From an optimization exercise on the open Yosys and OpenROAD flow, aimed at a short achievable clock period and few clock cycles per item; shortcuts taken in it are not production practice. Where RTL was checked, it was by simulation tests only, not by an equivalence proof against the original. For runs 1 to 5, only the layout was checked, not whether the RTL still works. The flow treats the clock pin as an ideal source, which a real chip does not have. Power and IR drop assume default switching activity.

### flow/config.mk
export PLATFORM = sky130hd
export DESIGN_NAME = rx_capture_burst_writer
export DESIGN_NICKNAME = rx_capture_burst_writer
export VERILOG_FILES = /design/flow/design.v
export SDC_FILE = /design/flow/constraint.sdc
export NUM_CORES = 4
export LEC_CHECK = 0
export ABC_CLOCK_PERIOD_IN_PS = 2000
export CAP_MARGIN = 20
export CORE_MARGIN = 2
export CORE_UTILIZATION = 40
export SETUP_SLACK_MARGIN = 3.6
export SLEW_MARGIN = 20
export TNS_END_PERCENT = 100
### flow/constraint.sdc
create_clock -name core_clock -period 5.5 [get_ports {clk_clk}]
set_input_delay 1.1000 -clock core_clock [delete_from_list [all_inputs] [get_ports {clk_clk}]]
set_output_delay 1.1000 -clock core_clock [all_outputs]
set_load 0.01 [all_outputs]
### flow/design.v
package rx_cap_pkg;
  typedef enum logic [1:0] {
    IDLE,
    ARM,
    BURST,
    FLUSH
  } state_t;
  localparam int CNT_W = 16;
  function automatic logic [CNT_W-1:0] sat_inc(
    input logic [CNT_W-1:0] v
  );
    sat_inc = (&v) ? v : v + 1'b1;
  endfunction
endpackage
module rx_cap_fifo #(
  parameter int DEPTH = 10,
  parameter int WIDTH = 32
) (
  input  logic             clk,
  input  logic             rst_n,
  input  logic             push,
  input  logic [WIDTH-1:0] wdata,
  input  logic             pop,
  output logic [WIDTH-1:0] rdata
);
  logic [WIDTH-1:0] mem [DEPTH];
  logic [DEPTH-1:0] wp;
  logic [DEPTH-1:0] rp;
  always_ff @(posedge clk) begin
    for (int i = 0; i < DEPTH; i++)
      if (wp[i]) mem[i] <= wdata;
  end
  always_comb begin
    rdata = '0;
    for (int i = 0; i < DEPTH; i++)
      rdata = rdata | (mem[i] & {WIDTH{rp[i]}});
  end
  always_ff @(posedge clk or negedge rst_n) begin
    if (!rst_n) begin
      wp <= DEPTH'(1);
      rp <= DEPTH'(1);
    end else begin
      if (push) wp <= {wp[DEPTH-2:0], wp[DEPTH-1]};
      if (pop)  rp <= {rp[DEPTH-2:0], rp[DEPTH-1]};
    end
  end
endmodule
module rx_capture_burst_writer #(
  parameter int SAMPLE_W   = 16,
  parameter int CHANNELS   = 2,
  parameter int ADDR_W     = 32,
  parameter int BURST_LEN  = 8,
  parameter int FIFO_DEPTH = 9,
  localparam int DATA_W    = SAMPLE_W * CHANNELS,
  localparam int BC_W      = $clog2(BURST_LEN) + 1
) (
  input  logic              clk_clk,
  input  logic              reset_reset_n,
  input  logic              start,
  input  logic              stop,
  input  logic [ADDR_W-1:0] cfg_base,
  input  logic [ADDR_W-1:0] cfg_words,
  input  logic              in_valid,
  output logic              in_ready,
  input  logic [DATA_W-1:0] in_data,
  output logic [ADDR_W-1:0] avm_address,
  output logic              avm_write,
  output logic [DATA_W-1:0] avm_writedata,
  output logic [BC_W-1:0]   avm_burstcount,
  input  logic              avm_waitrequest,
  output logic              busy,
  output logic [ADDR_W-1:0] wr_ptr,
  output logic [rx_cap_pkg::CNT_W-1:0]  wrap_count,
  output logic              overflow,
  output logic [rx_cap_pkg::CNT_W-1:0]  drop_count
);
  localparam int BSH = $clog2(DATA_W / 8);
  localparam int WA  = ADDR_W - BSH;
  localparam int LW  = $clog2(BURST_LEN);
  logic              idle;         
  logic              rdy_n;        
  logic              wr_n;         
  logic              wr_last;      
  logic              wr_mid;       
  logic [ADDR_W-1:0] addr_n;       
  logic [BC_W-1:0]   bc_n;         
  logic              enabled;      
  logic              stop_pend;    
  logic [FIFO_DEPTH-1:0] fill;     
  logic              grp;          
  logic [LW-1:0]     part;         
  logic              rdy_p7;       
  logic              sp_nz;        
  logic              sp_done;      
  logic [BC_W-1:0]   beats_left;   
  logic [WA-1:0]     base_w;       
  logic [BSH-1:0]    base_lo;      
  logic [ADDR_W-1:0] words_q;
  logic [ADDR_W-1:0] words_m2;     
  logic              words_one;    
  logic              wrap_nx;      
  logic [WA-1:0]     waddr;        
  logic [WA-1:0]     wn;           
  logic [DATA_W-1:0] head;
  logic              start_ev;
  logic              push;
  logic              beat;
  logic              slot;
  logic              full;
  logic              issue;
  logic              load;
  logic              next_write;
  logic              done;
  logic              fill_ok;
  logic [BC_W-1:0]   len;
  logic              len_one;
  logic [ADDR_W-1:0] addr_new;
  logic              wrap_nn;      
  logic [WA-1:0]     wn_beat;      
  logic [WA-1:0]     wn_hold;      
  logic [ADDR_W-1:0] ptr_inc;      
  logic [LW-1:0]     part_next;
  logic              cur_last_next;
  logic              stop_pend_next;
  assign overflow   = 1'b0;
  assign drop_count = '0;
  assign start_ev   = start & idle;
  assign push       = in_valid & ~rdy_n;
  assign beat       = ~wr_n & ~avm_waitrequest;
  assign slot       = wr_n | (wr_last & ~avm_waitrequest);
  assign full       = grp | (in_valid & rdy_p7);
  assign issue      = slot & (full | sp_nz);
  assign load       = issue | (wr_mid & ~avm_waitrequest);
  assign next_write = issue | wr_mid | (wr_last & avm_waitrequest);
  assign done       = sp_done & slot;
  assign len        = full ? BC_W'(BURST_LEN) : BC_W'(part);
  assign len_one    = ~grp & (part == LW'(1));
  assign addr_new   = {(wr_n ? waddr : wn), base_lo};
  assign wrap_nn    = wrap_nx ? words_one : (wr_ptr == words_m2);
  assign wn_beat    = wrap_nn ? base_w : wn + 1'b1;
  assign wn_hold    = wrap_nx ? base_w : waddr + 1'b1;
  assign ptr_inc    = wrap_nx ? '0 : wr_ptr + 1'b1;
  always_comb begin
    if (push & ~load)      fill_ok = ~fill[FIFO_DEPTH-3];
    else if (~push & load) fill_ok = 1'b1;
    else                   fill_ok = ~fill[FIFO_DEPTH-2];
  end
  always_comb begin
    if (issue & ~full) part_next = '0;
    else if (push)     part_next = part + 1'b1;
    else               part_next = part;
  end
  always_comb begin
    if (issue)     cur_last_next = len_one;
    else if (beat) cur_last_next = (beats_left == BC_W'(2));
    else           cur_last_next = wr_last;
  end
  assign stop_pend_next = (stop_pend | (stop & ~idle)) & ~done;
  rx_cap_fifo #(
    .DEPTH (FIFO_DEPTH),
    .WIDTH (DATA_W)
  ) u_fifo (
    .clk   (clk_clk),
    .rst_n (reset_reset_n),
    .push  (push),
    .wdata (in_data),
    .pop   (load),
    .rdata (head)
  );
  always_ff @(posedge clk_clk or negedge reset_reset_n) begin
    if (!reset_reset_n) begin
      busy       <= 1'b0;
      idle       <= 1'b1;
      enabled    <= 1'b0;
      in_ready   <= 1'b0;
      rdy_n      <= 1'b1;
      avm_write  <= 1'b0;
      wr_n       <= 1'b1;
      wr_last    <= 1'b0;
      wr_mid     <= 1'b0;
      stop_pend  <= 1'b0;
      fill       <= '0;
      grp        <= 1'b0;
      part       <= '0;
      rdy_p7     <= 1'b0;
      sp_nz      <= 1'b0;
      sp_done    <= 1'b0;
      beats_left <= '0;
    end else begin
      busy      <= start_ev | (~idle & ~done);
      idle      <= ~start_ev & (idle | done);
      enabled   <= start_ev | (enabled & ~stop);
      in_ready  <= start_ev | (enabled & ~stop & fill_ok);
      rdy_n     <= ~start_ev & ~(enabled & ~stop & fill_ok);
      avm_write <= next_write;
      wr_n      <= ~next_write;
      wr_last   <= next_write & cur_last_next;
      wr_mid    <= next_write & ~cur_last_next;
      stop_pend <= stop_pend_next;
      if (push & ~load)      fill <= {fill[FIFO_DEPTH-2:0], 1'b1};
      else if (~push & load) fill <= {1'b0, fill[FIFO_DEPTH-1:1]};
      grp       <= full & ~slot;
      part      <= part_next;
      rdy_p7    <= (start_ev | (enabled & ~stop & fill_ok)) & (part_next == LW'(BURST_LEN - 1));
      sp_nz     <= stop_pend_next & (part_next != '0);
      sp_done   <= stop_pend_next & ~(full & ~slot) & (part_next == '0);
      if (issue)     beats_left <= len;
      else if (beat) beats_left <= beats_left - 1'b1;
    end
  end
  always_ff @(posedge clk_clk or negedge reset_reset_n) begin
    if (!reset_reset_n) begin
      avm_writedata <= '0;
    end else if (!next_write) begin
      avm_writedata <= '0;
    end else if (load) begin
      avm_writedata <= head;
    end
  end
  always_ff @(posedge clk_clk) begin
    if (issue) begin
      bc_n   <= ~len;
      addr_n <= ~addr_new;
    end
    avm_burstcount <= issue ? len : ~bc_n;
    avm_address    <= issue ? addr_new : ~addr_n;
  end
  always_ff @(posedge clk_clk) begin
    words_m2 <= words_q - ADDR_W'(2);
    wn       <= beat ? wn_beat : wn_hold;
    if (idle) begin
      base_w    <= cfg_base[ADDR_W-1:BSH];
      base_lo   <= cfg_base[BSH-1:0];
      words_q   <= cfg_words;
      words_one <= (cfg_words == ADDR_W'(1));
      wrap_nx   <= (cfg_words == ADDR_W'(1));
      waddr     <= cfg_base[ADDR_W-1:BSH];
    end else if (beat) begin
      waddr   <= wn;
      wrap_nx <= wrap_nn;
    end
  end
  always_ff @(posedge clk_clk or negedge reset_reset_n) begin
    if (!reset_reset_n) begin
      wr_ptr     <= '0;
      wrap_count <= '0;
    end else if (start_ev) begin
      wr_ptr     <= '0;
      wrap_count <= '0;
    end else if (beat) begin
      wr_ptr <= ptr_inc;
      if (wrap_nx) wrap_count <= rx_cap_pkg::sat_inc(wrap_count);
    end
  end
endmodule
### flow/run.sh
#!/bin/bash
# synth_recipe.tcl (not shown) runs the flow's synth.tcl, then flattens the netlist and writes it again
# the make line also repeats each setting of config.mk as NAME=value (left out here)
make -C /OpenROAD-flow-scripts/flow DESIGN_CONFIG=/design/flow/config.mk WORK_HOME=/design/flow/orfs CLKGATE_MAP_FILE= SYNTH_SCRIPT=/design/flow/synth_recipe.tcl finish
==> results.cfg, run 1 <==
[synth]
synth_cells = 1813
synth.most_common_cell = edfxtp_1
synth-seq-cells = 646
synth_edf_count = 420
yosysTopAreaCellShare_pct = 49.3
syn_area_mm2 = 0.0256
ys_seq_area_share_pct = 69.6
synthArstFlopShare_pct = 19.8
synth-main-ff-cell = edfxtp_1
yosysWarningCount = 3
yosysTopAreaCell = edfxtp_1
synthTopCellsByCount = edfxtp_1 (420), nor2_1 (138), dfrtp_1 (123)
syn_avg_cell_area_um2 = 14.1
synth_cell_types = 76
synthTopCellsByArea = edfxtp_1 (49%), dfrtp_1 (12%), dfxtp_1 (7.7%)

[critical_path]
r2r_cells = 7
critPathMostFrequentCell = or4_4
endpoint_kind = register
path_buf_inv = 2
path_depth = 7
arrival_ns = 2.87
cpLargestDelayFamily = simple AND/OR/NAND/NOR gates
max_stage_delay_ns = 0.56
critPathKind = reg -> reg
critPathMaxFanout = 3
cpMaxStageDelayCell = or4_4
start_kind = register
worstPathCellList = or4_4, or4_4, nor3_4, buf_4, buf_6, nand3_2, xnor2_1
cp.required_ns = 5.99

[sta]
finClkSkew_ns = 0.0254
final_hold_viol_count = 0
worst_slew_pin_slew_ns = 1.09
slew_viol_final = 0
setup-tns-final_ns = 0
rsz0062_at_grt = yes
max_freq_mhz = 422
fin_crit_ns = 2.37
slew_headroom_pct = 27.0
finalSetupViolCount = 0
min_period_over_period_pct = 43.1
holdWs_ns = 0.415

[power]
power_leakage_nw = 13.0
ir_worst_vdd_mv = 0.297
powerDensity_mw_per_mm2 = 491

[global_route]
grt_max_degree = 74
grt_pass1_vias = 16900
antenna_found_initial = 3
grt_pass1_wl_um = 106000
gr-total-overflow = 0
grt.total_usage_pct = 21.0

[place]
dp_hpwl_um = 38100
portBuffers = 220
place_congestion = 0.823

[clock_tree]
htree_levels = 3
cts_tree = built
cts_buffers = 70
cts_sinks = 646
clock-root-buffer = clkbuf_16
hold_buffers = 0
clock_latency_ns = 0.61
clock_path_buffers = 3
clk_pin_slew_worst_paths_ns = 0.06

[die]
std_cell_rows = 92
fp.coreArea_mm2 = 0.0631
start_util_pct = 40.5
ios = 238
die_x_um = 257
dieArea_mm2 = 0.0659
die_h_um = 257

[cells_and_area]
drive_gt1_share_pct = 34.7
utilization_pct = 55.1
area_delta_synth_final_pct = 36.0
finalNetCount = 2374
antenna_cells = 0

[routing]
viasPerCell = 5.46
drt_iter0_drc = 1373
drtAntennaViolNets = 0
vias = 17300
firstDrtPassIters = 5
wl_per_cell_um = 23.2
drcViolationCount = 0
routed_wl_um = 73300

[run]
cap_viol_max_count = 0

[hold_path]
min_path_cells = 1
hold_class = reg -> reg

[run_status]
status = complete, no violations
[cells in the final DEF (no fill, tap or decap), types with 11 or more instances in the layout]
| cell | instances |
|---|---|
| edfxtp_1 | 420 |
| nor2_2 | 13 |
| buf_4 | 156 |
| nor4_1 | 11 |
| xnor2_1 | 71 |
| inv_1 | 50 |
| mux2i_1 | 71 |
| clkdlybuf4s50_1 | 97 |
| o21ai_1 | 14 |
| o21ai_0 | 19 |
| mux2_4 | 29 |
| a22oi_1 | 65 |
| a211oi_2 | 34 |
| nor3_1 | 11 |
| dfrtp_1 | 82 |
| dfxtp_1 | 77 |
| buf_16 | 13 |
| a21oi_1 | 15 |
| a221oi_2 | 24 |
| clkbuf_16 | 79 |
| nand4_1 | 38 |
| clkinv_1 | 15 |
| clkbuf_1 | 18 |
| nand3_1 | 68 |
| conb_1 | 17 |
| dfxtp_2 | 20 |
| xnor2_2 | 14 |
| nor2_4 | 32 |
| a221oi_1 | 31 |
| nand2_1 | 78 |
| xor2_1 | 53 |
| nor2_1 | 95 |
| buf_2 | 58 |
| dfrtp_2 | 35 |
| a222oi_1 | 32 |
| buf_12 | 19 |
| buf_6 | 100 |
| mux2_2 | 17 |
[layout make-up]
type	instances	area, um^2
clock buffer	90	1860
clock inverter	38	389
fill	5155	28300
inverter	55	224
multi-input combinational	1029	8690
sequential	646	17900
tap	846	1060
timing repair buffer	459	4650
[report_power, final]
part           total (mW)  switching, mW  internal [mW]
registers            7.04          0.764           6.27
clock network        4.63           1.91           2.73
logic                5.38           2.72           2.66
total                17.1           5.39           11.7
[final timing paths]
kind                                    start         endpoint  slack (ns)
worst max-delay path              words_q[14]     words_m2[31]        3.13
worst min-delay path               addr_n[19]  avm_address[19]        0.41
worst max register to register    words_q[14]     words_m2[31]        3.13
worst min register to register     addr_n[19]  avm_address[19]        0.41
max in group asynchronous       reset_reset_n             wr_n        3.96
min in group asynchronous       reset_reset_n       wr_ptr[21]        0.52
[flip-flops by register name (all words and copies together), names as in the netlist, 2 cells and up]
register,count
beats_left,4
avm_writedata,32
addr_n,32
part,3
base_lo,2
wrap_count,16
u_fifo.wp,9
waddr,30
wr_ptr,32
avm_burstcount,4
u_fifo.rp,9
words_m2,32
fill,9
base_w,30
words_q,32
wn,30
u_fifo.mem,288
bc_n,4
avm_address,32
[routing by layer]
| layer | vias to the layer above | GRT usage [%] | wire length [um] | share of wire, % |
|---|---|---|---|---|
| met5 | - | 0 | 35 | 0.048 |
| met4 | 6 | 5.51 | 1690 | 2.3 |
| met3 | 129 | 3.89 | 4500 | 6.1 |
| met2 | 600 | 35.0 | 36000 | 49 |
| met1 | 8754 | 28.4 | 31100 | 42 |
| li1 | 7771 | - | - | - |
[cell families after synthesis]
group	Yosys count	share of synthesized area, %
AOI/OAI and AO/OA	283	8.66
xor gates and xnor gates	144	4.93
adders and majority gates	11	0.538
buffers and inverters	159	2.69
DFF	646	69.6
muxes	117	4.81
other	1	0.0147
and+or+nand+nor	452	8.78
[per-stage QoR]
stage | power [mW] | instances | setup WS [ns] | cell area [um^2]
3_5_place_dp | 10.7 | 2809 | 1.67 | 29100
6_report | 17.1 | 3163 | 3.13 | 34800
5_1_grt | 17.8 | 3163 | 3.09 | 34800
3_3_place_gp | 10.6 | 2809 | 1.75 | 29100
2_1_floorplan | 9.45 | 1829 | 2.64 | 26500
4_1_cts | 16.3 | 3085 | 3.15 | 33200
[repair_timing]
| item | 4_1_cts | 5_1_grt |
|---|---|---|
| gates resized for setup | 759 | 163 |
| gates cloned | 14 | 10 |
| setup endpoints to repair | 457 | 318 |
| buffers inserted | 134 | 68 |
| endpoints found under the hold margin | 0 | 0 |
| pin swaps | 52 | 75 |
==> run 2, diff against run 1 <==
--- a/flow/design.v
+++ b/flow/design.v
@@ -91,3 +91,3 @@
   logic [LW-1:0]     part;         
-  logic              rdy_p7;       
+  logic              p7;           
   logic              sp_nz;        
@@ -99,2 +99,3 @@
   logic [ADDR_W-1:0] words_m2;     
+  logic              m2_borrow;    
   logic              words_one;    
@@ -102,3 +103,2 @@
   logic [WA-1:0]     waddr;        
-  logic [WA-1:0]     wn;           
   logic [DATA_W-1:0] head;
@@ -117,5 +117,3 @@
   logic [ADDR_W-1:0] addr_new;
-  logic              wrap_nn;      
-  logic [WA-1:0]     wn_beat;      
-  logic [WA-1:0]     wn_hold;      
+  logic [WA-1:0]     waddr_next;   
   logic [ADDR_W-1:0] ptr_inc;      
@@ -130,3 +128,3 @@
   assign slot       = wr_n | (wr_last & ~avm_waitrequest);
-  assign full       = grp | (in_valid & rdy_p7);
+  assign full       = grp | (push & p7);
   assign issue      = slot & (full | sp_nz);
@@ -137,6 +135,4 @@
   assign len_one    = ~grp & (part == LW'(1));
-  assign addr_new   = {(wr_n ? waddr : wn), base_lo};
-  assign wrap_nn    = wrap_nx ? words_one : (wr_ptr == words_m2);
-  assign wn_beat    = wrap_nn ? base_w : wn + 1'b1;
-  assign wn_hold    = wrap_nx ? base_w : waddr + 1'b1;
+  assign waddr_next = wrap_nx ? base_w : waddr + 1'b1;
+  assign addr_new   = {(wr_n ? waddr : waddr_next), base_lo};
   assign ptr_inc    = wrap_nx ? '0 : wr_ptr + 1'b1;
@@ -152,2 +148,6 @@
   end
+  logic p6;
+  logic p7_next;
+  assign p6      = (part == LW'(BURST_LEN - 2));
+  assign p7_next = ~(issue & ~full) & (push ? p6 : p7);
   always_comb begin
@@ -184,3 +184,3 @@
       part       <= '0;
-      rdy_p7     <= 1'b0;
+      p7         <= 1'b0;
       sp_nz      <= 1'b0;
@@ -203,3 +203,3 @@
       part      <= part_next;
-      rdy_p7    <= (start_ev | (enabled & ~stop & fill_ok)) & (part_next == LW'(BURST_LEN - 1));
+      p7        <= p7_next;
       sp_nz     <= stop_pend_next & (part_next != '0);
@@ -228,4 +228,4 @@
   always_ff @(posedge clk_clk) begin
-    words_m2 <= words_q - ADDR_W'(2);
-    wn       <= beat ? wn_beat : wn_hold;
+    {m2_borrow, words_m2[ADDR_W/2-1:0]} <= {1'b0, words_q[ADDR_W/2-1:0]} - (ADDR_W/2+1)'(2);
+    words_m2[ADDR_W-1:ADDR_W/2] <= words_q[ADDR_W-1:ADDR_W/2] - (ADDR_W/2)'(m2_borrow);
     if (idle) begin
@@ -238,4 +238,4 @@
     end else if (beat) begin
-      waddr   <= wn;
-      wrap_nx <= wrap_nn;
+      waddr   <= waddr_next;
+      wrap_nx <= wrap_nx ? words_one : (wr_ptr == words_m2);
     end
==> flow/flow/run.sh (new file) <==
#!/bin/bash
set -euo pipefail
export POST_CTS_TCL="$PWD/flow/drop_root.tcl"
bash standard.sh > standard_make.log 2>&1
==> flow/flow/drop_root.tcl (new file) <==
set block [ord::get_db_block]
set port_net [[$block findBTerm clk_clk] getNet]
set port_loads [$port_net getITerms]
if {[llength $port_loads] == 1} {
  set root [[lindex $port_loads 0] getInst]
  set master [[$root getMaster] getName]
  set out_net ""
  foreach it [$root getITerms] {
    if {[$it isOutputSignal]} { set out_net [$it getNet] }
  }
  if {[string match "sky130_fd_sc_hd__clkbuf_*" $master] && $out_net ne ""} {
    set sinks {}
    set all_bufs 1
    foreach it [$out_net getITerms] {
      if {[$it getInst] eq $root} { continue }
      lappend sinks $it
      if {![string match "sky130_fd_sc_hd__clkbuf_*" [[[$it getInst] getMaster] getName]]} {
        set all_bufs 0
      }
    }
    if {[llength $sinks] >= 1 && [llength $sinks] <= 4 && $all_bufs} {
      foreach it $sinks {
        $it disconnect
        $it connect $port_net
      }
      puts "drop_root: removed [$root getName], port drives [llength $sinks] buffers"
      odb::dbInst_destroy $root
      odb::dbNet_destroy $out_net
    } else {
      puts "drop_root: root [$root getName] drives [llength $sinks] sinks, kept"
    }
  }
}
==> flow/standard.sh (new file) <==
#!/bin/bash
# synth_recipe.tcl (not shown) runs the flow's synth.tcl, then flattens the netlist and writes it again
# the make line also repeats each setting of config.mk as NAME=value (left out here)
make -C /OpenROAD-flow-scripts/flow DESIGN_CONFIG=/design/flow/config.mk WORK_HOME=/design/flow/orfs CLKGATE_MAP_FILE= SYNTH_SCRIPT=/design/flow/synth_recipe.tcl "${@:-finish}"
--- a/flow/config.mk
+++ b/flow/config.mk
@@ -11,2 +11,4 @@
 export CORE_UTILIZATION = 40
+export CTS_CLUSTER_DIAMETER = 80
+export CTS_CLUSTER_SIZE = 20
 export SETUP_SLACK_MARGIN = 3.6
removed: flow/run.sh
==> results.cfg, run 2 <==
[cells_and_area]
area_delta_synth_final_pct = 35.4
layout_commonest_cell = edfxtp_1
layout_common_cells = edfxtp_1 (420), buf_4 (163), buf_6 (135)
fin_cells = 3161
drive_gt1_share_pct = 36.2
regMostFlops = u_fifo.mem
fillers = 5035
largest_reg_flops = 288
finalNetCount = 2406
design_area_mm2 = 0.0340
utilization_pct = 54.9

[die]
start_util_pct = 40.5
fp.coreArea_mm2 = 0.0618
dieArea_mm2 = 0.0647
std_cell_rows = 91
ios = 238
die_h_um = 254
die_x_um = 254

[hold_path]
hold_class = reg -> reg
whs_endpoint = words_m2[0]
holdCritStartpoint = words_q[0]
min_path_cells = 0

[sta]
slew_viol_final = 0
fin_crit_ns = 2.41
rsz0062_at_grt = yes
finalSetupViolCount = 0
finClkSkew_ns = 0.0383
min_period_over_period_pct = 43.8
worst_slew_pin_slew_ns = 1.14
holdWs_ns = 0.353
final_hold_viol_count = 0
max_freq_mhz = 415
slew_headroom_pct = 24.2
setup-tns-final_ns = 0

[run]
cap_viol_max_count = 0

[place]
dp_hpwl_um = 37800
dp.cells = 2824
post_dp_cell_area_mm2 = 0.0283
portBuffers = 220
place_congestion = 0.815

[synth]
synth_edf_count = 420
synth_cells = 1858
synth_cell_types = 81
synthTopCellsByArea = edfxtp_1 (50%), dfrtp_1 (12%), dfxtp_1 (5.5%)
synthTopCellsByCount = edfxtp_1 (420), nor2_1 (128), nand2_1 (124)
syn_avg_cell_area_um2 = 13.5
synth-seq-cells = 617
ys_seq_area_share_pct = 68.6
synthArstFlopShare_pct = 20.7
synth-main-ff-cell = edfxtp_1
yosysTopAreaCellShare_pct = 50.3
yosysWarningCount = 3
syn_area_mm2 = 0.0251
yosysTopAreaCell = edfxtp_1
synth.most_common_cell = edfxtp_1

[power]
power.internal_mw = 10.6
switching_power_mw = 5.34
power_leakage_nw = 12.6
sequentialPowerShare_pct = 40.9
switching_share_pct = 33.6
ir_worst_vdd_mv = 0.310
p_clk_share_pct = 19.3
combPwrFrac_pct = 39.8
powerDensity_mw_per_mm2 = 469

[routing]
routed_wl_um = 74400
drcViolationCount = 0
firstDrtPassIters = 6
drtAntennaViolNets = 0
viasPerCell = 5.62
drt_iter0_drc = 1414
wl_per_cell_um = 23.5
vias = 17800

[clock_tree]
clk_pin_slew_worst_paths_ns = 0.08
cts_tree = built
clock_latency_ns = 0.41
cts_sinks = 617

[global_route]
grt_pass1_wl_um = 108000
grt.total_usage_pct = 21.9
grt_pass1_vias = 17500
grt_max_degree = 85
gr-total-overflow = 0
antenna_found_initial = 1

[critical_path]
reg2reg_slack_ns = 3.32
critPathMaxFanout = 6
r2r-start = rdy_n
critPathKind = in -> reg
arrival_ns = 2.70
start_kind = input port
r2r-end = fill[7]
endpoint_kind = register
r2r_cells = 10
cp.required_ns = 5.79

[run_status]
status = complete, no violations
-- run 2: critical path, stage by stage --
cell and delay (ns):
buf_6 0.09, and3b_2 0.21, o32ai_4 0.31, buf_12 0.16, o21ai_4 0.06, buf_12 0.13, clkinv_4 0.04, ha_4 0.18
buf_6 0.14, mux2i_1 0.18, o21ai_1 0.08
-- run 2: per-stage QoR --
stage | total power, mW | setup WS, ns
after floorplan | 8.88 | 2.68
after global placement | 10.1 | 1.68
after detailed placement | 10.2 | 1.66
after global routing | 16.6 | 3.02
final | 15.9 | 3.09
-- run 2: how the worst max path moves through the flow --
| stage | startpoint | end | slack (ns) |
|---|---|---|---|
| after floorplan | in_valid | fill[7] | 2.68 |
| after global placement | avm_waitrequest | in_ready | 1.68 |
| after detailed placement | avm_waitrequest | in_ready | 1.66 |
| after global routing | in_valid | fill[7] | 3.02 |
| final | in_valid | fill[7] | 3.09 |
-- run 2: per-layer routing --
metal  share of wire, %  global-route usage [%]  vias to the layer above
li1                   -                       -                     7961
met1                 40                    28.5                     8954
met4                2.2                    5.21                        2
met3                7.1                    3.39                      113
met2                 51                    38.6                      740
met5              0.016                       0                        -
-- run 2: cell families (layout without fill, tap and decap cells) --
family / Yosys count / in the layout / share of synthesized area, %
multiplexers: 70 / 70 / 2.88
flip-flops: 617 / 617 / 68.6
AO/OA/AOI/OAI: 375 / 376 / 10.9
other: 1 / 19 / 0.0150
AND/OR/NAND/NOR: 513 / 517 / 10.3
XOR/XNOR: 108 / 108 / 3.77
adder cells (fa/ha/maj): 13 / 13 / 0.649
buffers and inverters: 161 / 604 / 2.83
-- run 2: power by group through the flow --
stage,registers (mW),logic (mW),clock network (mW)
global placement,6.68,3.39,0
floorplan,6.55,2.32,0
finish,6.50,6.33,3.07
detailed placement,6.70,3.49,0
global route,6.57,6.71,3.28
-- run 2: layout make-up --
class | instances | area [um^2] | share of cell area, %
sequential | 617 | 17300 | 51.0
multi-input combinational | 1101 | 8830 | 26.0
timing repair buffer | 498 | 5360 | 15.8
clock buffer | 60 | 1080 | 3.20
tap | 837 | 1050 | 3.08
clock inverter | 11 | 169 | 0.498
inverter | 35 | 151 | 0.446
antenna | 2 | 5.00 | 0.0147
==> run 3, diff against run 2 <==
--- a/flow/config.mk
+++ b/flow/config.mk
@@ -7,3 +7,3 @@
 export LEC_CHECK = 0
-export ABC_CLOCK_PERIOD_IN_PS = 2000
+export ABC_CLOCK_PERIOD_IN_PS = 1000
 export CAP_MARGIN = 20
==> results.cfg, run 3 <==
[routing]
routed_wl_um = 74400
vias = 17800
firstDrtPassIters = 6
viasPerCell = 5.62
drtAntennaViolNets = 0
drcViolationCount = 0
drt_iter0_drc = 1414
wl_per_cell_um = 23.5

[sta]
finalSetupViolCount = 0
slew_viol_final = 0
setup-tns-final_ns = 0
finClkSkew_ns = 0.0383
final_hold_viol_count = 0
worst_slew_pin_slew_ns = 1.14
max_freq_mhz = 415
fin_crit_ns = 2.41
min_period_over_period_pct = 43.8
slew_headroom_pct = 24.2
rsz0062_at_grt = yes

[die]
dieArea_mm2 = 0.0647
start_util_pct = 40.5
std_cell_rows = 91
die_x_um = 254
die_h_um = 254
ios = 238
fp.coreArea_mm2 = 0.0618

[critical_path]
critPathKind = in -> reg
cpMaxStageDelayCell = o32ai_4
arrival_ns = 2.70
cp.required_ns = 5.79
endpoint_kind = register
critPathMaxFanout = 6
worstPathCellList = buf_6, and3b_2, o32ai_4, buf_12, o21ai_4, buf_12, clkinv_4, ha_4, buf_6, mux2i_1, o21ai_1
max_stage_delay_ns = 0.31
start_kind = input port

[synth]
synth_cell_types = 81
syn_avg_cell_area_um2 = 13.5
synth_edf_count = 420
synthTopCellsByArea = edfxtp_1 (50%), dfrtp_1 (12%), dfxtp_1 (5.5%)
syn_area_mm2 = 0.0251
synthTopCellsByCount = edfxtp_1 (420), nor2_1 (128), nand2_1 (124)
yosysWarningCount = 3
synth-main-ff-cell = edfxtp_1
synth-seq-cells = 617
ys_seq_area_share_pct = 68.6
synthArstFlopShare_pct = 20.7
synth_cells = 1858
yosysTopAreaCellShare_pct = 50.3
synth.most_common_cell = edfxtp_1
yosysTopAreaCell = edfxtp_1

[cells_and_area]
layout_commonest_cell = edfxtp_1
finalNetCount = 2406
largest_reg_flops = 288
drive_gt1_share_pct = 36.2
utilization_pct = 54.9
regMostFlops = u_fifo.mem
layout_common_cells = edfxtp_1 (420), buf_4 (163), buf_6 (135)
multi_input_area_mm2 = 0.00883
seq_area_mm2 = 0.0173
area_delta_synth_final_pct = 35.4
fillers = 5035

[place]
portBuffers = 220
place_congestion = 0.815
dp_hpwl_um = 37800

[power]
power_leakage_nw = 12.6
ir_worst_vdd_mv = 0.310
powerDensity_mw_per_mm2 = 469

[global_route]
gr-total-overflow = 0
grt.total_usage_pct = 21.9
grt_max_degree = 85
grt_pass1_vias = 17500
grt_pass1_wl_um = 108000
antenna_found_initial = 1

[hold_path]
hold_class = reg -> reg

[run]
cap_viol_max_count = 0

[clock_tree]
cts_sinks = 617
clk_pin_slew_worst_paths_ns = 0.08
cts_tree = built
clock_latency_ns = 0.41

[run_status]
status = complete, no violations
[run 3: cell counts after synthesis]
Identical to the previous run, type by type.
[run 3: stage by stage]
| step | std cells | hold WS, ns | instance area (um^2) | total power, mW | setup WS [ns] |
|---|---|---|---|---|---|
| global placement | 2824 | 0.330 | 28300 | 10.1 | 1.68 |
| detailed placement | 2824 | 0.330 | 28300 | 10.2 | 1.66 |
| floorplan | 1874 | 0.323 | 25700 | 8.88 | 2.68 |
| finish | 3161 | 0.353 | 34000 | 15.9 | 3.09 |
| global route | 3159 | 0.364 | 33900 | 16.6 | 3.02 |
[run 3: worst paths after layout]
path	startpoint	to	slack (ns)	depth (start not counted)
max in group asynchronous	reset_reset_n	u_fifo.wp[1]	3.76	2
max	in_valid	fill[7]	3.09	11
min	words_q[0]	words_m2[0]	0.35	0
min reg2reg	words_q[0]	words_m2[0]	0.35	0
max reg2reg	rdy_n	fill[7]	3.32	10
min in group asynchronous	reset_reset_n	wr_ptr[21]	0.72	1
[run 3: worst max-delay path, delay by kind of cell]
family	cells	cell delay, ns
buffers and inverters	5	0.56
AOI/OAI and AO/OA	3	0.45
and+or+nand+nor	1	0.21
adders and majority gates	1	0.18
muxes	1	0.18
[run 3: cells by family after synthesis]
kind of cell | after synthesis | synth area share [%]
AND/OR/NAND/NOR | 513 | 10.3
buffers and inverters | 161 | 2.83
flip-flops | 617 | 68.6
adder cells (fa/ha/maj) | 13 | 0.649
XOR/XNOR | 108 | 3.77
other | 1 | 0.0150
AO/OA/AOI/OAI | 375 | 10.9
multiplexers | 70 | 2.88
[run 3: final cells by class]
| cell class | instances | share of cell area [%] |
|---|---|---|
| Timing Repair Buffer | 498 | 15.8 |
| Sequential cell | 617 | 51.0 |
| Inverter | 35 | 0.446 |
| Clock inverter | 11 | 0.498 |
| Multi-Input combinational cell | 1101 | 26.0 |
| Antenna cell | 2 | 0.0147 |
| Tap cell | 837 | 3.08 |
| Clock buffer | 60 | 3.20 |
[run 3: power by group]
group          internal (mW)  switching (mW)
registers               5.92           0.577
clock network           1.54            1.54
logic                   3.11            3.22
[run 3: per-layer routing]
layer / wire [um] / GRT usage (%) / vias to the layer above / part of all wire (%)
met4: 1610 / 5.21 / 2 / 2.2
li1: - / - / 7961 / -
met5: 12 / 0 / - / 0.016
met2: 37900 / 38.6 / 740 / 51
met3: 5290 / 3.39 / 113 / 7.1
met1: 29600 / 28.5 / 8954 / 40
==> run 4, diff against run 3 <==
--- a/flow/design.v
+++ b/flow/design.v
@@ -52,3 +52,3 @@
   parameter int BURST_LEN  = 8,
-  parameter int FIFO_DEPTH = 9,
+  parameter int FIFO_DEPTH = 10,
   localparam int DATA_W    = SAMPLE_W * CHANNELS,
@@ -128,3 +128,3 @@
   assign slot       = wr_n | (wr_last & ~avm_waitrequest);
-  assign full       = grp | (push & p7);
+  assign full       = grp;
   assign issue      = slot & (full | sp_nz);
@@ -152,2 +152,4 @@
   assign p7_next = ~(issue & ~full) & (push ? p6 : p7);
+  logic carry;
+  assign carry   = push & p7;
   always_comb begin
@@ -201,3 +203,3 @@
       else if (~push & load) fill <= {1'b0, fill[FIFO_DEPTH-1:1]};
-      grp       <= full & ~slot;
+      grp       <= (grp & ~slot) | carry;
       part      <= part_next;
@@ -205,3 +207,3 @@
       sp_nz     <= stop_pend_next & (part_next != '0);
-      sp_done   <= stop_pend_next & ~(full & ~slot) & (part_next == '0);
+      sp_done   <= stop_pend_next & ~((grp & ~slot) | carry) & (part_next == '0);
       if (issue)     beats_left <= len;
--- a/flow/config.mk
+++ b/flow/config.mk
@@ -7,3 +7,3 @@
 export LEC_CHECK = 0
-export ABC_CLOCK_PERIOD_IN_PS = 1000
+export ABC_CLOCK_PERIOD_IN_PS = 2000
 export CAP_MARGIN = 20
==> results.cfg, run 4 <==
[die]
die_h_um = 259
ios = 238
fp.coreArea_mm2 = 0.0645
die_x_um = 259
dieArea_mm2 = 0.0673
std_cell_rows = 93
start_util_pct = 40.5

[critical_path]
arrival_ns = 2.69
critPathKind = reg -> reg
start_kind = register
cp.required_ns = 5.85
endpoint_kind = register
critPathMaxFanout = 4

[global_route]
grt_pass1_wl_um = 108000
gr-total-overflow = 0
grt.total_usage_pct = 21.0
grt_pass1_vias = 17700
grt_max_degree = 91
antenna_found_initial = 4

[sta]
finalSetupViolCount = 0
setup-tns-final_ns = 0
holdWs_ns = 0.343
final_hold_viol_count = 0
fin_crit_ns = 2.34
finClkSkew_ns = 0.0539
worst_slew_pin_slew_ns = 1.07
slew_headroom_pct = 28.7
max_freq_mhz = 428
min_period_over_period_pct = 42.5
rsz0062_at_grt = yes
slew_viol_final = 0

[synth]
syn_area_mm2 = 0.0261
synth-main-ff-cell = edfxtp_1
synth_cell_types = 70
synthArstFlopShare_pct = 20.1
synth.most_common_cell = edfxtp_1
yosysWarningCount = 3
ys_seq_area_share_pct = 69.9
yosysTopAreaCellShare_pct = 52.0
synth-seq-cells = 652
synthTopCellsByCount = edfxtp_1 (452), nand2_1 (166), dfrtp_1 (126)
synth_cells = 1917
synthTopCellsByArea = edfxtp_1 (52%), dfrtp_1 (12%), dfxtp_1 (5.3%)
synth_edf_count = 452
syn_avg_cell_area_um2 = 13.6
yosysTopAreaCell = edfxtp_1

[routing]
drt_iter0_drc = 1430
drcViolationCount = 0
firstDrtPassIters = 5
vias = 18000
routed_wl_um = 75000
viasPerCell = 5.64
drtAntennaViolNets = 0
wl_per_cell_um = 23.5

[clock_tree]
cts_tree = built
clock_latency_ns = 0.44
clk_pin_slew_worst_paths_ns = 0.09
cts_sinks = 652

[run_status]
status = complete, no violations

[cells_and_area]
regMostFlops = u_fifo.mem
layout_commonest_cell = edfxtp_1
finalNetCount = 2413
largest_reg_flops = 320
area_delta_synth_final_pct = 29.1
drive_gt1_share_pct = 27.3
layout_common_cells = edfxtp_1 (452), buf_4 (168), nand2_1 (161)

[power]
power_leakage_nw = 12.8
p_total_mw = 14.0
powerDensity_mw_per_mm2 = 416
ir_worst_vdd_mv = 0.242

[place]
portBuffers = 220
place_congestion = 0.834
dp_hpwl_um = 39700

[run]
cap_viol_max_count = 0

[hold_path]
hold_class = reg -> reg
-- run 4: cell types whose count changed in the layout (fill, tap and decap cells not counted), sizes merged, moves of 13 or more --
cell and delta:
buf -46, a22oi +31, nand2 +39, nor2 -32, a211oi -36, edfxtp +32
a22o +56, a21oi -13, xnor2 +21, nand3 -37, a222oi -32, dlymetal6s2s +18
nand4 +30
-- run 4: per-layer routing --
| layer | GRT usage, % | share of wire (%) | routed length [um] |
|---|---|---|---|
| met5 | 0 | 0.033 | 25 |
| met4 | 6.51 | 3.0 | 2210 |
| met3 | 3.37 | 7.0 | 5220 |
| met2 | 35.2 | 48 | 36300 |
| met1 | 28.2 | 42 | 31200 |
-- run 4: path summary, 6_finish.rpt --
path	startpoint	cells after the start	slack, ns	endpoint
min in group asynchronous	reset_reset_n	1	0.70	wr_ptr[18]
hold / removal	words_q[0]	0	0.34	words_m2[0]
max in group asynchronous	reset_reset_n	2	3.77	rdy_n
hold reg to reg	words_q[0]	0	0.34	words_m2[0]
setup reg to reg	waddr[0]	6	3.16	avm_address[31]
setup / recovery	waddr[0]	6	3.16	avm_address[31]
-- run 4: cells by family (layout without fill, tap and decap cells) --
family          count (synthesis)  count (layout)  share of synthesized area (%)
flops                         652             652                           69.9
simple gates                  506             507                           9.53
compound gates                396             398                           11.0
buf+inv                       173             567                           2.79
xor+xnor                      120             120                           4.03
mux                            56              56                           2.18
fa+ha+maj                      13              13                          0.623
other cells                     1              18                         0.0144
-- run 4: per-stage QoR --
stage | std cells | area, um^2 | utilization [%] | setup slack, ns
2_1_floorplan | 1933 | 27100 | - | 3.14
3_3_place_gp | 2896 | 29600 | 45.9 | 1.17
3_5_place_dp | 2896 | 29600 | 45.9 | 1.13
5_1_grt | 3185 | 33700 | 52.3 | 3.11
6_report | 3186 | 33700 | 52.3 | 3.16
-- run 4: layout make-up --
cell class / count / area [um^2]
tap: 855 / 1070
timing repair buffer: 455 / 4440
sequential: 652 / 18300
clock buffer: 63 / 1100
multi-input combinational: 1111 / 8440
fill: 5390 / 30800
antenna: 1 / 2.50
inverter: 38 / 174
clock inverter: 11 / 146
-- run 4: power breakdown --
| group | internal (mW) | leakage (nW) | switching (mW) |
|---|---|---|---|
| clock network | 1.43 | 0.590 | 1.67 |
| logic | 1.86 | 5.75 | 2.42 |
| registers | 6.13 | 6.42 | 0.522 |
-- run 4: critical path: stages (launching register included) --
cell and delay (ns):
edfxtp_1 0.46, buf_6 0.14, nand4_1 0.14, or4_4 0.50, or4_4 0.47, or3_1 0.37
a32oi_1 0.19
==> run 5, diff against run 4 <==
--- a/flow/design.v
+++ b/flow/design.v
@@ -79,2 +79,3 @@
   localparam int LW  = $clog2(BURST_LEN);
+  localparam int LO  = 8;
   logic              idle;         
@@ -103,2 +104,7 @@
   logic [WA-1:0]     waddr;        
+  logic              wa_lo_ff;     
+  logic [WA-1:LO]    wa_hi_inc;    
+  logic [WA-1:LO]    base_hi_inc;  
+  logic              ptr_lo_ff;    
+  logic [ADDR_W-1:LO] ptr_hi_inc;  
   logic [DATA_W-1:0] head;
@@ -135,5 +141,7 @@
   assign len_one    = ~grp & (part == LW'(1));
-  assign waddr_next = wrap_nx ? base_w : waddr + 1'b1;
+  assign waddr_next = wrap_nx ? base_w
+                    : {(wa_lo_ff ? wa_hi_inc : waddr[WA-1:LO]), waddr[LO-1:0] + 1'b1};
   assign addr_new   = {(wr_n ? waddr : waddr_next), base_lo};
-  assign ptr_inc    = wrap_nx ? '0 : wr_ptr + 1'b1;
+  assign ptr_inc    = wrap_nx ? '0
+                    : {(ptr_lo_ff ? ptr_hi_inc : wr_ptr[ADDR_W-1:LO]), wr_ptr[LO-1:0] + 1'b1};
   always_comb begin
@@ -232,3 +240,7 @@
     words_m2[ADDR_W-1:ADDR_W/2] <= words_q[ADDR_W-1:ADDR_W/2] - (ADDR_W/2)'(m2_borrow);
+    base_hi_inc <= base_w[WA-1:LO] + 1'b1;
+    wa_hi_inc   <= (beat & wrap_nx) ? base_hi_inc : waddr[WA-1:LO] + 1'b1;
+    ptr_hi_inc  <= (beat & wrap_nx) ? (ADDR_W-LO)'(1) : wr_ptr[ADDR_W-1:LO] + 1'b1;
     if (idle) begin
+      wa_lo_ff  <= (&cfg_base[LO+BSH-1:BSH]);
       base_w    <= cfg_base[ADDR_W-1:BSH];
@@ -240,4 +252,5 @@
     end else if (beat) begin
-      waddr   <= waddr_next;
-      wrap_nx <= wrap_nx ? words_one : (wr_ptr == words_m2);
+      waddr    <= waddr_next;
+      wa_lo_ff <= wrap_nx ? (&base_w[LO-1:0]) : (waddr[LO-1:0] == {{(LO-1){1'b1}}, 1'b0});
+      wrap_nx  <= wrap_nx ? words_one : (wr_ptr == words_m2);
     end
@@ -248,2 +261,3 @@
       wrap_count <= '0;
+      ptr_lo_ff  <= 1'b0;
     end else if (start_ev) begin
@@ -251,4 +265,6 @@
       wrap_count <= '0;
+      ptr_lo_ff  <= 1'b0;
     end else if (beat) begin
-      wr_ptr <= ptr_inc;
+      wr_ptr    <= ptr_inc;
+      ptr_lo_ff <= ~wrap_nx & (wr_ptr[LO-1:0] == {{(LO-1){1'b1}}, 1'b0});
       if (wrap_nx) wrap_count <= rx_cap_pkg::sat_inc(wrap_count);
==> results.cfg, run 5 <==
[global_route]
grt_pass1_wl_um = 109000
grt_pass1_vias = 17500
grt.total_usage_pct = 20.1
gr-total-overflow = 0
antenna_found_initial = 9
grt_max_degree = 93

[cells_and_area]
drive_gt1_share_pct = 24.3
finalNetCount = 2491
layout_common_cells = edfxtp_1 (453), nand2_1 (163), buf_4 (132)
utilization_pct = 50.7
fillers = 5912
fin_cells = 3339
regMostFlops = u_fifo.mem
layout_commonest_cell = edfxtp_1
area_delta_synth_final_pct = 25.0
largest_reg_flops = 320

[sta]
fin_crit_ns = 2.25
worst_slack_ns = 3.25
rsz0062_at_grt = yes
finClkSkew_ns = 0.0411
final_hold_viol_count = 0
slew_viol_final = 0
finalSetupViolCount = 0
min_period_over_period_pct = 41.0
worst_slew_pin_slew_ns = 1.08
setup-tns-final_ns = 0
max_freq_mhz = 444
holdWs_ns = 0.350
slew_headroom_pct = 28.2

[die]
die_h_um = 268
die_x_um = 268
start_util_pct = 40.6
dieArea_mm2 = 0.0720
fp.coreArea_mm2 = 0.0689
ios = 238
std_cell_rows = 96

[routing]
wl_per_cell_um = 22.8
viasPerCell = 5.41
drcViolationCount = 0
firstDrtPassIters = 5
vias = 18100
routed_wl_um = 76300
drtAntennaViolNets = 0
drt_iter0_drc = 1340

[critical_path]
critPathMaxFanout = 6
endpoint_kind = register
critPathKind = in -> reg
start_kind = input port
arrival_ns = 2.59
r2r-start = wr_last
reg2reg_slack_ns = 3.47
cp.required_ns = 5.84
cp-startpoint = avm_waitrequest
r2r-end = fill[1]
r2r_cells = 10

[place]
dp.cells = 3089
dp_hpwl_um = 40700
dp_slack_ns = 1.24
place_congestion = 0.790
portBuffers = 220

[synth]
synth_cells = 2025
synth-seq-cells = 722
yosysTopAreaCell = edfxtp_1
synth-main-ff-cell = edfxtp_1
yosysWarningCount = 3
syn_area_mm2 = 0.0280
ys_seq_area_share_pct = 70.3
synthTopCellsByArea = edfxtp_1 (49%), dfrtp_1 (11%), dfxtp_1 (9.8%)
synth.most_common_cell = edfxtp_1
synth_cell_types = 75
syn_avg_cell_area_um2 = 13.8
synthArstFlopShare_pct = 18.3
synth_edf_count = 453
synthTopCellsByCount = edfxtp_1 (453), nand2_1 (175), dfxtp_1 (137)
yosysTopAreaCellShare_pct = 48.6

[run]
cap_viol_max_count = 0

[hold_path]
hold_class = reg -> reg
holdCritStartpoint = words_q[0]
min_path_cells = 0
whs_endpoint = words_m2[0]

[clock_tree]
cts_sinks = 722
cts_tree = built
clock_latency_ns = 0.45
clk_pin_slew_worst_paths_ns = 0.08

[power]
powerDensity_mw_per_mm2 = 423
ir_worst_vdd_mv = 0.283
power_leakage_nw = 13.0

[run_status]
status = complete, no violations
-- run 5: cell types whose count changed in the layout (fill, tap and decap cells not counted), moves of 10 or more --
| cell | previous run | this run |
|---|---|---|
| o22ai_1 | 14 | 1 |
| nor2_1 | 87 | 101 |
| nor3_2 | 12 | 2 |
| dfxtp_1 | 54 | 110 |
| nor4_4 | 19 | 5 |
| nand3_1 | 21 | 34 |
| mux2i_1 | 49 | 60 |
| buf_2 | 57 | 36 |
| buf_4 | 168 | 132 |
| a22o_1 | 66 | 89 |
| o21a_1 | 6 | 24 |
| o21ai_0 | 25 | 45 |
| a22oi_1 | 106 | 96 |
-- run 5: area by class of cell --
| type | instances | area, um^2 | area share [%] |
|---|---|---|---|
| timing repair buffer | 401 | 4110 | 11.8 |
| clock buffer | 71 | 1180 | 3.38 |
| clock inverter | 10 | 163 | 0.465 |
| multi-input combinational | 1161 | 8380 | 24.0 |
| antenna | 1 | 2.50 | 0.00716 |
| sequential | 722 | 19800 | 56.5 |
| timing repair inverter | 1 | 11.3 | 0.0322 |
| inverter | 41 | 189 | 0.540 |
| tap | 931 | 1160 | 3.33 |
-- run 5: worst max-delay path by stage --
stage | to | cells after the start
after global placement | in_ready | 10
after detailed placement | in_ready | 10
after floorplan | in_ready | 10
final | fill[1] | 11
after global routing | fill[1] | 11
-- run 5: per-layer routing --
layer / share of wire [%] / vias to the layer above / GRT usage [%]
li1: - / 8238 / -
met1: 41 / 9125 / 26.2
met2: 49 / 596 / 34.2
met3: 7.1 / 103 / 4.27
met4: 2.2 / 14 / 5.15
met5: 0.11 / - / 0
-- run 5: logic make-up (layout without fill, tap and decap cells) --
kind of cell,Yosys count,in the layout,synth area share [%]
simple gates,504,510,8.98
compound gates,404,404,10.3
mux,77,77,2.82
buf+inv,164,524,2.57
fa+ha+maj,18,18,0.805
other cells,1,18,0.0134
xor+xnor,135,135,4.23
flops,722,722,70.3
-- run 5: power by group --
group	switching, mW	total (mW)	leakage (nW)	internal [mW]
Combinational	2.17	4.04	5.38	1.86
Clock	1.81	3.38	0.639	1.58
Sequential	0.595	7.38	7.01	6.79
Total	4.58	14.8	13.0	10.2
-- run 5: stage by stage --
step	instance area, um^2	power (mW)
2_1_floorplan	28400	9.35
3_3_place_gp	31200	10.4
3_5_place_dp	31200	10.5
5_1_grt	35000	15.5
6_report	35000	14.8
-- run 5: critical path, stage by stage --
cell,delay [ns]
buf_12,0.09
nor2b_4,0.04
or2_4,0.26
o21ai_4,0.08
inv_4,0.06
a21oi_4,0.19
buf_8,0.14
ha_4,0.17
buf_8,0.14
mux2i_2,0.22
o21ai_1,0.10
==> run 6, diff against run 5 <==
--- a/flow/design.v
+++ b/flow/design.v
@@ -79,3 +79,5 @@
   localparam int LW  = $clog2(BURST_LEN);
-  localparam int LO  = 8;
+  localparam int CW  = 8;                    
+  localparam int PC  = ADDR_W / CW;          
+  localparam int AC  = (WA + CW - 1) / CW;   
   logic              idle;         
@@ -104,7 +106,14 @@
   logic [WA-1:0]     waddr;        
-  logic              wa_lo_ff;     
-  logic [WA-1:LO]    wa_hi_inc;    
-  logic [WA-1:LO]    base_hi_inc;  
-  logic              ptr_lo_ff;    
-  logic [ADDR_W-1:LO] ptr_hi_inc;  
+  logic [AC*CW-1:0] wa_pad;       
+  logic [AC*CW-1:0] wa_pad_nx;
+  logic [AC-1:0]     wa_ff;        
+  logic [AC-1:0]     base_ff;      
+  logic [AC-1:0]     wa_m1;        
+  logic [AC-1:0]     wa_inc;       
+  logic [PC-1:0]     p_ff;         
+  logic [PC-1:0]     p_m1;         
+  logic [PC-1:0]     p_inc;        
+  logic [AC-1:0]     cfg_ff;       
+  logic              wc_ff0;       
+  logic              wc_ff1;       
   logic [DATA_W-1:0] head;
@@ -141,7 +150,38 @@
   assign len_one    = ~grp & (part == LW'(1));
-  assign waddr_next = wrap_nx ? base_w
-                    : {(wa_lo_ff ? wa_hi_inc : waddr[WA-1:LO]), waddr[LO-1:0] + 1'b1};
+  always_comb begin
+    for (int k = 0; k < AC; k++) begin
+      wa_inc[k]  = (k == 0) ? 1'b1 : wa_inc[k-1] & wa_ff[k-1];
+      wa_m1[k]   = 1'b1;
+      base_ff[k] = 1'b1;
+      cfg_ff[k]  = 1'b1;
+    end
+    for (int i = 0; i < WA; i++) begin
+      wa_m1[i/CW]   = wa_m1[i/CW] & (waddr[i] == (i % CW != 0));
+      base_ff[i/CW] = base_ff[i/CW] & base_w[i];
+      cfg_ff[i/CW]  = cfg_ff[i/CW] & cfg_base[i+BSH];
+    end
+    for (int k = 0; k < PC; k++) begin
+      p_inc[k] = (k == 0) ? 1'b1 : p_inc[k-1] & p_ff[k-1];
+      p_m1[k]  = 1'b1;
+    end
+    for (int i = 0; i < ADDR_W; i++)
+      p_m1[i/CW] = p_m1[i/CW] & (wr_ptr[i] == (i % CW != 0));
+  end
+  always_comb begin
+    wa_pad     = {{(AC*CW-WA){1'b0}}, waddr};
+    wa_pad_nx  = wa_pad;
+    ptr_inc    = wr_ptr;
+    for (int k = 0; k < AC; k++)
+      if (wa_inc[k])
+        wa_pad_nx[k*CW +: CW] = wa_pad[k*CW +: CW] + 1'b1;
+    waddr_next = wa_pad_nx[WA-1:0];
+    for (int k = 0; k < PC; k++)
+      if (p_inc[k])
+        ptr_inc[k*CW +: CW] = wr_ptr[k*CW +: CW] + 1'b1;
+    if (wrap_nx) begin
+      waddr_next = base_w;
+      ptr_inc    = '0;
+    end
+  end
   assign addr_new   = {(wr_n ? waddr : waddr_next), base_lo};
-  assign ptr_inc    = wrap_nx ? '0
-                    : {(ptr_lo_ff ? ptr_hi_inc : wr_ptr[ADDR_W-1:LO]), wr_ptr[LO-1:0] + 1'b1};
   always_comb begin
@@ -240,7 +280,3 @@
     words_m2[ADDR_W-1:ADDR_W/2] <= words_q[ADDR_W-1:ADDR_W/2] - (ADDR_W/2)'(m2_borrow);
-    base_hi_inc <= base_w[WA-1:LO] + 1'b1;
-    wa_hi_inc   <= (beat & wrap_nx) ? base_hi_inc : waddr[WA-1:LO] + 1'b1;
-    ptr_hi_inc  <= (beat & wrap_nx) ? (ADDR_W-LO)'(1) : wr_ptr[ADDR_W-1:LO] + 1'b1;
     if (idle) begin
-      wa_lo_ff  <= (&cfg_base[LO+BSH-1:BSH]);
       base_w    <= cfg_base[ADDR_W-1:BSH];
@@ -251,6 +287,7 @@
       waddr     <= cfg_base[ADDR_W-1:BSH];
+      wa_ff     <= cfg_ff;
     end else if (beat) begin
-      waddr    <= waddr_next;
-      wa_lo_ff <= wrap_nx ? (&base_w[LO-1:0]) : (waddr[LO-1:0] == {{(LO-1){1'b1}}, 1'b0});
-      wrap_nx  <= wrap_nx ? words_one : (wr_ptr == words_m2);
+      waddr   <= waddr_next;
+      wa_ff   <= wrap_nx ? base_ff : ((wa_inc & wa_m1) | (~wa_inc & wa_ff));
+      wrap_nx <= wrap_nx ? words_one : (wr_ptr == words_m2);
     end
@@ -260,12 +297,23 @@
       wr_ptr     <= '0;
+      p_ff       <= '0;
       wrap_count <= '0;
-      ptr_lo_ff  <= 1'b0;
+      wc_ff0     <= 1'b0;
+      wc_ff1     <= 1'b0;
     end else if (start_ev) begin
       wr_ptr     <= '0;
+      p_ff       <= '0;
       wrap_count <= '0;
-      ptr_lo_ff  <= 1'b0;
+      wc_ff0     <= 1'b0;
+      wc_ff1     <= 1'b0;
     end else if (beat) begin
-      wr_ptr    <= ptr_inc;
-      ptr_lo_ff <= ~wrap_nx & (wr_ptr[LO-1:0] == {{(LO-1){1'b1}}, 1'b0});
-      if (wrap_nx) wrap_count <= rx_cap_pkg::sat_inc(wrap_count);
+      wr_ptr <= ptr_inc;
+      p_ff   <= wrap_nx ? '0 : ((p_inc & p_m1) | (~p_inc & p_ff));
+      if (wrap_nx && !(wc_ff0 && wc_ff1)) begin
+        wrap_count[7:0] <= wrap_count[7:0] + 1'b1;
+        wc_ff0          <= (wrap_count[7:0] == 8'hFE);
+        if (wc_ff0) begin
+          wrap_count[15:8] <= wrap_count[15:8] + 1'b1;
+          wc_ff1           <= (wrap_count[15:8] == 8'hFE);
+        end
+      end
     end
==> results.cfg, run 6 <==
[clock_tree]
cts_sinks = 660
clock_latency_ns = 0.42
cts_tree = built
clk_pin_slew_worst_paths_ns = 0.08

[sta]
rsz0062_at_grt = yes
final_hold_viol_count = 0
finalSetupViolCount = 0
min_period_over_period_pct = 39.4
finClkSkew_ns = 0.0214
slew_viol_final = 0
fin_crit_ns = 2.16
slew_headroom_pct = 30.8
setup-tns-final_ns = 0
max_freq_mhz = 462
worst_slew_pin_slew_ns = 1.04

[routing]
wl_per_cell_um = 23.7
drcViolationCount = 0
drtAntennaViolNets = 0
firstDrtPassIters = 7
routed_wl_um = 74400
viasPerCell = 5.59
drt_iter0_drc = 1558
vias = 17600

[die]
start_util_pct = 40.5
fp.coreArea_mm2 = 0.0647
die_x_um = 260
std_cell_rows = 93
dieArea_mm2 = 0.0676
die_h_um = 260
ios = 238

[power]
switching_share_pct = 32.2
power_leakage_nw = 12.6
combPwrFrac_pct = 32.7
powerDensity_mw_per_mm2 = 443
power.internal_mw = 10.1
sequentialPowerShare_pct = 45.8
p_clk_share_pct = 21.6
ir_worst_vdd_mv = 0.262
switching_power_mw = 4.79

[cells_and_area]
layout_common_cells = edfxtp_1 (455), buf_4 (146), nand2_1 (133)
area_delta_synth_final_pct = 28.1
drive_gt1_share_pct = 27.9
fin_cells = 3140
layout_commonest_cell = edfxtp_1
largest_reg_flops = 320
finalNetCount = 2380
regMostFlops = u_fifo.mem

[synth]
synthTopCellsByArea = edfxtp_1 (52%), dfrtp_1 (12%), dfxtp_1 (5.3%)
yosysTopAreaCellShare_pct = 52.1
synth_edf_count = 455
synthArstFlopShare_pct = 20.6
synthTopCellsByCount = edfxtp_1 (455), nand2_1 (142), dfrtp_1 (131)
syn_area_mm2 = 0.0262
yosysTopAreaCell = edfxtp_1
synth-seq-cells = 660
synth_cell_types = 63
syn_avg_cell_area_um2 = 14.0
synth_cells = 1872
synth.most_common_cell = edfxtp_1
ys_seq_area_share_pct = 70.4
yosysWarningCount = 3
synth-main-ff-cell = edfxtp_1

[critical_path]
cpMaxStageDelayCell = o311ai_4
path_depth = 10
worstPathCellList = buf_12, nand2b_4, nand2_4, o21ai_4, o21a_4, buf_6, ha_4, buf_6, o311ai_4, nand2_1
cp.required_ns = 5.79
r2r-start = wr_ptr[31]
cpLargestDelayFamily = compound AO/OA/AOI/OAI gates
r2r-end = wrap_nx
max_stage_delay_ns = 0.20
path_buf_inv = 3
critPathMaxFanout = 6
endpoint_kind = register
r2r_cells = 7
start_kind = input port
arrival_ns = 2.46
critPathMostFrequentCell = buf_6
critPathKind = in -> reg
cp-startpoint = avm_waitrequest
crit_path_end = in_ready
reg2reg_slack_ns = 3.48

[global_route]
grt_pass1_vias = 17000
grt.total_usage_pct = 20.5
gr-total-overflow = 0
grt_pass1_wl_um = 106000
grt_max_degree = 73
antenna_found_initial = 4

[place]
portBuffers = 220
dp.cells = 2868
dp_hpwl_um = 39600
place_congestion = 0.842

[hold_path]
hold_class = reg -> reg

[run]
cap_viol_max_count = 0

[run_status]
status = complete, no violations
[run 6: cells by family (layout without fill, tap and decap cells)]
logic type,after synthesis,count (layout),share of synthesized area (%)
XOR/XNOR,99,99,3.31
flip-flops,660,660,70.4
multiplexers,77,77,3.06
AND/OR/NAND/NOR,455,458,8.56
buffers and inverters,159,551,2.59
adder cells (fa/ha/maj),28,28,1.34
AO/OA/AOI/OAI,393,393,10.8
other,1,19,0.0143
[run 6: how the worst min path moves through the flow]
stage | from | to | depth (start not counted)
detailed placement | words_q[0] | words_m2[0] | 0
floorplan | words_q[0] | words_m2[0] | 0
global placement | words_q[0] | words_m2[0] | 0
global route | words_q[0] | words_m2[0] | 0
finish | words_q[0] | words_m2[0] | 0
[run 6: area by class of cell]
cell class	count	area (um^2)
clock buffers	65	1180
clock inverters	10	145
inverters	43	208
well taps	855	1070
flip-flops and latches	660	18600
repair buffers	431	4370
diodes	2	5.00
multi-input cells	1072	8040
repair inverters	2	46.3
fillers	5403	31100
[run 6: routing by layer]
layer	vias to the layer above	GRT usage, %	wire length (um)
li1	7860	-	-
met1	8953	29.5	32600
met2	642	32.9	35400
met3	103	2.51	4860
met4	4	5.33	1520
met5	-	0	23
[run 6: worst reg2reg max path: stages (launching register included)]
cell	delay, ns
dfrtp_1	0.40
buf_4	0.14
buf_4	0.14
xnor2_1	0.39
nand4_1	0.16
nor4_2	0.29
nand4_1	0.12
o21ai_1	0.21
[run 6: power groups by stage]
| stage | combinational, mW | sequential, mW | clock, mW |
|---|---|---|---|
| 3_5_place_dp | 3.08 | 6.99 | 0 |
| 5_1_grt | 5.19 | 6.89 | 3.44 |
| 6_report | 4.86 | 6.81 | 3.21 |
| 2_1_floorplan | 2.09 | 6.83 | 0 |
| 3_3_place_gp | 3.00 | 6.97 | 0 |
[run 6: metrics by stage]
step	hold WS (ns)	util [%]	cell area (um^2)	worst slack (ns)	power, mW
final	0.352	52.0	33600	3.34	14.9
after global routing	0.369	52.0	33600	3.30	15.5
after detailed placement	0.334	45.5	29500	1.18	10.1
after floorplan	0.323	-	26800	2.98	8.92
after global placement	0.329	45.5	29500	1.26	9.97
Testbench counts of run 6, summed over its fixed seeds: cycles 19,975, samples 19,015.
==> run 7, diff against run 6 <==
--- a/flow/design.v
+++ b/flow/design.v
@@ -97,2 +97,7 @@
   logic              sp_done;      
+  logic              is_idle;      
+  logic              is_last;      
+  logic              ld_go;        
+  logic              grp_next;
+  logic              sp_nz_next;
   logic [BC_W-1:0]   beats_left;   
@@ -144,5 +149,5 @@
   assign full       = grp;
-  assign issue      = slot & (full | sp_nz);
-  assign load       = issue | (wr_mid & ~avm_waitrequest);
-  assign next_write = issue | wr_mid | (wr_last & avm_waitrequest);
+  assign issue      = is_idle | (is_last & ~avm_waitrequest);
+  assign load       = is_idle | (ld_go & ~avm_waitrequest);
+  assign next_write = is_idle | wr_mid | (avm_waitrequest ? wr_last : is_last);
   assign done       = sp_done & slot;
@@ -208,2 +213,4 @@
   assign stop_pend_next = (stop_pend | (stop & ~idle)) & ~done;
+  assign grp_next       = (grp & ~slot) | carry;
+  assign sp_nz_next     = stop_pend_next & (part_next != '0);
   rx_cap_fifo #(
@@ -237,2 +244,5 @@
       sp_done    <= 1'b0;
+      is_idle    <= 1'b0;
+      is_last    <= 1'b0;
+      ld_go      <= 1'b0;
       beats_left <= '0;
@@ -251,7 +261,10 @@
       else if (~push & load) fill <= {1'b0, fill[FIFO_DEPTH-1:1]};
-      grp       <= (grp & ~slot) | carry;
+      grp       <= grp_next;
       part      <= part_next;
       p7        <= p7_next;
-      sp_nz     <= stop_pend_next & (part_next != '0);
-      sp_done   <= stop_pend_next & ~((grp & ~slot) | carry) & (part_next == '0);
+      sp_nz     <= sp_nz_next;
+      sp_done   <= stop_pend_next & ~grp_next & (part_next == '0);
+      is_idle   <= ~next_write & (grp_next | sp_nz_next);
+      is_last   <= next_write & cur_last_next & (grp_next | sp_nz_next);
+      ld_go     <= next_write & (~cur_last_next | grp_next | sp_nz_next);
       if (issue)     beats_left <= len;
--- a/flow/config.mk
+++ b/flow/config.mk
@@ -10,3 +10,3 @@
 export CORE_MARGIN = 2
-export CORE_UTILIZATION = 40
+export CORE_UTILIZATION = 55
 export CTS_CLUSTER_DIAMETER = 80
==> results.cfg, run 7 <==
[run_status]
status = complete, no violations

[sta]
fin_crit_ns = 2.11
finClkSkew_ns = 0.0242
finalSetupViolCount = 0
worst_slew_pin_slew_ns = 1.07
setup-tns-final_ns = 0
slew_viol_final = 0
final_hold_viol_count = 0
rsz0062_at_grt = yes
max_freq_mhz = 475
min_period_over_period_pct = 38.3
slew_headroom_pct = 28.7

[critical_path]
reg2reg_slack_ns = 3.65
cp.required_ns = 4.40
worstPathCellList = buf_2
path_buf_inv = 1
r2r-end = avm_address[31]
path_depth = 1
r2r-start = wa_ff[0]
r2r_cells = 7
cpMaxStageDelayCell = dfrtp_1
cpLargestDelayFamily = flip-flops
start_kind = register
crit_path_end = avm_writedata[20]
cp-startpoint = avm_writedata[20]
endpoint_kind = output port
critPathMaxFanout = 2
critPathKind = reg -> out
arrival_ns = 1.01
max_stage_delay_ns = 0.44

[cells_and_area]
layout_common_cells = edfxtp_1 (455), nand2_1 (167), nor2_1 (144)
finalNetCount = 2414
drive_gt1_share_pct = 22.3
fin_cells = 2932
largest_reg_flops = 320
regMostFlops = u_fifo.mem
layout_commonest_cell = edfxtp_1
area_delta_synth_final_pct = 21.8
fillers = 3457

[synth]
synth-seq-cells = 662
synth-main-ff-cell = edfxtp_1
synth_cells = 1974
synth_cell_types = 69
synthArstFlopShare_pct = 20.8
yosysWarningCount = 3
synth.most_common_cell = edfxtp_1
synth_edf_count = 455
ys_seq_area_share_pct = 69.7
syn_avg_cell_area_um2 = 13.4
syn_area_mm2 = 0.0265
synthTopCellsByArea = edfxtp_1 (51%), dfrtp_1 (13%), dfxtp_1 (5.2%)
yosysTopAreaCell = edfxtp_1
synthTopCellsByCount = edfxtp_1 (455), nand2_1 (174), nor2_1 (146)
yosysTopAreaCellShare_pct = 51.5

[power]
ir_worst_vdd_mv = 0.349
power_leakage_nw = 12.1
powerDensity_mw_per_mm2 = 437

[die]
die_h_um = 224
die_x_um = 224
ios = 238
fp.coreArea_mm2 = 0.0476
dieArea_mm2 = 0.0500
std_cell_rows = 80
start_util_pct = 55.7

[routing]
viasPerCell = 6.01
drcViolationCount = 0
firstDrtPassIters = 5
drt_iter0_drc = 1499
wl_per_cell_um = 23.7
drtAntennaViolNets = 0
vias = 17600
routed_wl_um = 69600

[place]
place_congestion = 0.828
dp_hpwl_um = 38100
dp.cells = 2722
portBuffers = 220

[global_route]
antenna_found_initial = 1
grt_max_degree = 98
gr-total-overflow = 0
grt.total_usage_pct = 27.1
grt_pass1_wl_um = 103000
grt_pass1_vias = 17400

[run]
cap_viol_max_count = 0

[clock_tree]
cts_sinks = 662
clock_latency_ns = 0.41
cts_tree = built
clk_pin_slew_worst_paths_ns = 0.08

[hold_path]
hold_class = reg -> reg
holdCritStartpoint = words_q[0]
run 7: cell count changes after synthesis, sizes merged, moves of 10 or more:
cell	previous run	this run
a22o	66	37
buf	42	54
mux2	25	14
nand2	142	174
nor2	82	146
o21ai	81	111
or3	22	12
xnor2	41	27
xor2	58	74
run 7: routing by layer:
| layer | vias to the layer above | share of wire, % | track usage (%) |
|---|---|---|---|
| met1 | 8885 | 41 | 36.7 |
| met4 | 0 | 2.4 | 7.89 |
| met5 | - | 0 | 0 |
| met2 | 626 | 50 | 45.9 |
| met3 | 102 | 6.4 | 4.01 |
| li1 | 8003 | - | - |
run 7: how the worst min path moves through the flow:
stage | endpoint | slack, ns | cells after the start
detailed placement | words_m2[0] | 0.33 | 0
floorplan | words_m2[0] | 0.32 | 0
global route | words_m2[0] | 0.37 | 0
finish | words_m2[0] | 0.34 | 0
global placement | words_m2[0] | 0.33 | 0
run 7: kinds of logic (layout without fill, tap and decap cells):
| logic type | Yosys count | after routing | synth area share (%) |
|---|---|---|---|
| other | 1 | 18 | 0.0141 |
| adders and majority gates | 28 | 28 | 1.32 |
| buffers and inverters | 162 | 486 | 2.65 |
| and+or+nand+nor | 557 | 559 | 10.0 |
| muxes | 72 | 72 | 2.78 |
| xor gates and xnor gates | 101 | 101 | 3.33 |
| DFF | 662 | 662 | 69.7 |
| AOI/OAI and AO/OA | 391 | 391 | 10.1 |
run 7: area by class of cell:
class	count	area, um^2	share of cell area [%]
inverter	38	211	0.654
clock buffer	62	1070	3.32
timing repair buffer	373	3560	11.0
clock inverter	11	95.1	0.294
timing repair inverter	2	22.5	0.0697
sequential	662	18600	57.5
multi-input combinational	1168	7990	24.7
tap	615	769	2.38
antenna	1	2.50	0.00774
run 7: per-stage QoR:
stage / setup WS (ns) / util, % / hold WS, ns / area [um^2] / power, mW
6_report: 3.39 / 67.8 / 0.340 / 32300 / 14.1
5_1_grt: 3.37 / 67.8 / 0.367 / 32300 / 14.8
3_5_place_dp: 1.89 / 61.6 / 0.328 / 29400 / 10.4
3_3_place_gp: 1.92 / 61.6 / 0.331 / 29400 / 10.3
2_1_floorplan: 3.29 / - / 0.323 / 26900 / 9.00
run 7: power by group:
group | leakage (nW) | switching, mW | internal (mW)
Combinational | 5.07 | 2.35 | 1.87
Sequential | 6.51 | 0.604 | 6.31
Clock | 0.562 | 1.60 | 1.38
Testbench counts of run 7, summed over its fixed seeds: cycles 19,975, samples 19,015.

Check on run 7: ideal ports give 3.393 ns setup slack; a clkbuf_16 on the clock port and buf_2 on the inputs give 3.268 ns; moving port delays by the midpoint clock arrival (0.524 ns) as well gives 2.920 ns.
